This design comes from an exercise in tuning for small area, a short achievable clock period and few clock cycles per item on the open sky130 flow, not from production work. The RTL was checked by simulation tests, not by an equivalence proof against the original design.

// rpn_stack_evaluator_unit
module rpn_stack_evaluator_unit #(
  parameter int unsigned STACK_DEPTH = 16
) (
  input  wire logic        clk_i,
  input  wire logic        rst_ni,
  input  wire logic        s_axis_tvalid_i,
  output logic             s_axis_tready_o,
  input  wire logic [31:0] s_axis_tdata_i,   
  input  wire logic [2:0]  s_axis_tuser_i,   
  input  wire logic        s_axis_tlast_i,
  output logic             m_axis_tvalid_o,
  input  wire logic        m_axis_tready_i,
  output logic [31:0]      m_axis_tdata_o,   
  output logic [2:0]       m_axis_tuser_o    
);
For scale: about 640 flip-flops, roughly 38000 um^2 of cells after synthesis.
==> flow/config.mk <==
export PLATFORM = sky130hd
export DESIGN_NAME = rpn_stack_evaluator_unit
export DESIGN_NICKNAME = rpn_stack_evaluator_unit
export VERILOG_FILES = /design/flow/design.v
export SDC_FILE = /design/flow/constraint.sdc
export NUM_CORES = 4
export LEC_CHECK = 0
export CAP_MARGIN = 20
export CORE_MARGIN = 2
export CORE_UTILIZATION = 40
export SLEW_MARGIN = 20
==> flow/constraint.sdc <==
create_clock -name core_clock -period 10.0 [get_ports {clk_i}]
set_input_delay 2.0000 -clock core_clock [delete_from_list [all_inputs] [get_ports {clk_i}]]
set_output_delay 2.0000 -clock core_clock [all_outputs]
set_load 0.01 [all_outputs]
run.sh (not shown) runs the stock make flow with config.mk's settings and CLKGATE_MAP_FILE= SYNTH_SCRIPT=/design/flow/synth_recipe.tcl, a recipe that flattens the netlist after the stock synthesis.
Testbench counts at the start, summed over its fixed seeds: cycles 76,038, tokens 32,033.
Change:
- ABC_CLOCK_PERIOD_IN_PS: not set -> 3000
- SETUP_SLACK_MARGIN: not set -> 5
Effect:
- cell count climbs by 1.8%
- core utilization climbs by 2.2 points
- register-to-register slack gains 1.4 ns

Another version of the RTL of rpn_stack_evaluator_unit (not shown whole).
For scale: about 4,000 cells after synthesis, roughly 660 flip-flops, ~36,000 um2 of cells after synthesis.
clock: 10.0 ns
lec_check: 0
abc_area: 1
cap_margin: 20
core_margin: 2
core_utilization: 55
slew_margin: 20
standard.sh (not shown) runs the stock make flow with config.mk's settings and CLKGATE_MAP_FILE= SYNTH_SCRIPT=/design/flow/synth_recipe.tcl, a recipe that flattens the netlist after the stock synthesis.
==> flow/flow/run.sh <==
#!/bin/bash
set -euo pipefail
bash standard.sh SETUP_SLACK_MARGIN=6 finish > flow.log 2>&1
The starting point completed without violations.
Testbench counts at the start, summed over its fixed seeds: cycles 76,500, tokens 32,033.
==> next run, changes <==
==> flow/run.sh (new file) <==
#!/bin/bash
# synth_recipe.tcl (not shown) runs the flow's synth.tcl, then flattens the netlist and writes it again
# the make line also repeats each setting of config.mk as NAME=value (left out here)
make -C /OpenROAD-flow-scripts/flow DESIGN_CONFIG=/design/flow/config.mk WORK_HOME=/design/flow/orfs CLKGATE_MAP_FILE= SYNTH_SCRIPT=/design/flow/synth_recipe.tcl finish
Settings changed: ABC_AREA 1 to 0, SETUP_SLACK_MARGIN set to 5.
removed: flow/flow/run.sh
removed: flow/standard.sh
Outcome: Clock skew fell by 13 ps; final cell count fell by 19%; worst hold slack barely changes.
==> next run, changes <==
Settings changed: CTS_BUF_LIST set to sky130_fd_sc_hd__clkbuf_8.
Outcome: Setup slack is worse by 53 ps; clock skew went up by 22 ps; non-clock buffer count went down by 5.
==> next run, changes <==
Settings changed: ABC_AREA 0 to 1, CTS_BUF_LIST sky130_fd_sc_hd__clkbuf_8 to not set.
Result:
- setup slack improved by 26 ps
- area after synthesis climbs by 0.68%
- synthesized cell count climbs by 26%
- worst hold slack got worse by 5.0 ps
- flip-flop and latch count stays the same
- design area climbs by 1.2%
- global-route usage climbs by 3.3 points
- first-iteration DRC count climbs by 18%
- die area climbs by 0.67%

Setup of old:
Starting RTL as in the previous note.
Settings: LEC_CHECK=0, ABC_AREA=0, CAP_MARGIN=20, CORE_MARGIN=2, CORE_UTILIZATION=55, SLEW_MARGIN=20; clock period 10.0 ns.
==> flow/flow/run.sh <==
#!/bin/bash
set -euo pipefail
bash standard.sh SETUP_SLACK_MARGIN=6 finish > flow.log 2>&1
Testbench counts of old, summed over its fixed seeds: cycles 76,500, tokens 32,033.
## Diff of input files: new against old
- ABC_AREA now 1, was 0
- SETUP_SLACK_MARGIN now 5, previously not set
- CTS_BUF_LIST now sky130_fd_sc_hd__clkbuf_8, previously not set
==> flow/run.sh (new file) <==
#!/bin/bash
# synth_recipe.tcl (not shown) runs the flow's synth.tcl, then flattens the netlist and writes it again
# the make line also repeats each setting of config.mk as NAME=value (left out here)
make -C /OpenROAD-flow-scripts/flow DESIGN_CONFIG=/design/flow/config.mk WORK_HOME=/design/flow/orfs CLKGATE_MAP_FILE= SYNTH_SCRIPT=/design/flow/synth_recipe.tcl finish
removed: flow/flow/run.sh
removed: flow/standard.sh
==> run summary <==
- new | stages: all done | timing, DRC, antenna: all pass
- old → new: final worst clock skew now sits higher; post-route setup TNS now sits at about the same level; floorplan die width now sits higher; global routing usage on met2 now sits higher; design area now sits lower.
- Summary of new over old: number of global-route vias before repair higher, wire length the detailed router placed on met1 has increased, instance area after placement grew by about 0.8%.

Another version of the RTL of rpn_stack_evaluator_unit (not shown whole).
For scale: ~640 flip-flops, about 77 I/O pins, about 37000 um2 of cells after synthesis.
Settings: LEC_CHECK=0, ABC_AREA=1, CAP_MARGIN=20, CORE_MARGIN=2, CORE_UTILIZATION=40, SETUP_SLACK_MARGIN=5, SLEW_MARGIN=20; clock period 10.0 ns.
run.sh (not shown) runs the stock make flow with config.mk's settings and CLKGATE_MAP_FILE= SYNTH_SCRIPT=/design/flow/synth_recipe.tcl, a recipe that flattens the netlist after the stock synthesis.
Stock flow here: none of the scripts above is used.
Testbench counts at the start, summed over its fixed seeds: cycles 76,038, tokens 32,033.
Then changed:
- ABC_AREA: 1 -> not set
Worst setup slack degrades by 0.43 ns.
Worst hold slack improves by 0.017 ns.
Sequential share of layout area is lower by 1.2 points.

==> what the ideal ports hide <==
The results above use ideal ports. As a check the final layouts listed here were re-extracted and re-timed, cells and wires unchanged.
Step 1: set_driving_cell puts a clkbuf_16 on clk_i and a buf_2 on each other input, an assumption about the parent block.
Step 2 times the ports against the registers' clock, not the clock port: input delays grow and output delays shrink by t, the midpoint of the rising clock arrivals with the driver on.
a / b / c = ideal ports / drivers / drivers and shift; a / b = the first two.
| run | shift t [ns] | setup WS [ns] | hold WS [ns] | pins driven straight from the clock port |
|---|---|---|---|---|
| the first run of note 1 | 0.717 | 3.459 / 3.459 / 3.459 | 0.503 / 0.503 / 0.503 | 1 |
| the second run of note 1 | 0.719 | 4.887 / 4.887 / 4.887 | 0.495 / 0.495 / 0.495 | 1 |
| the first run of note 2 | 0.684 | 5.483 / 5.483 / 5.483 | 0.489 / 0.489 / 0.489 | 1 |
| the second run of note 2 | 0.700 | 5.123 / 5.123 / 5.123 | 0.486 / 0.486 / 0.486 | 1 |
| the third run of note 2 | 0.800 | 5.070 / 5.070 / 5.070 | 0.491 / 0.491 / 0.491 | 1 |
| the fourth run of note 2 | 0.695 | 5.096 / 5.096 / 5.096 | 0.486 / 0.486 / 0.486 | 1 |
| old | 0.709 | 5.465 / 5.465 / 5.465 | 0.484 / 0.484 / 0.484 | 1 |
| new | 0.787 | 5.055 / 5.055 / 5.055 | 0.478 / 0.478 / 0.478 | 1 |
| the first run of note 4 | 0.738 | 5.033 / 5.033 / 5.033 | 0.527 / 0.527 / 0.527 | 1 |
| the second run of note 4 | 0.710 | 4.605 / 4.605 / 4.605 | 0.545 / 0.545 / 0.545 | 1 |
After both steps every run listed still meets setup and hold.
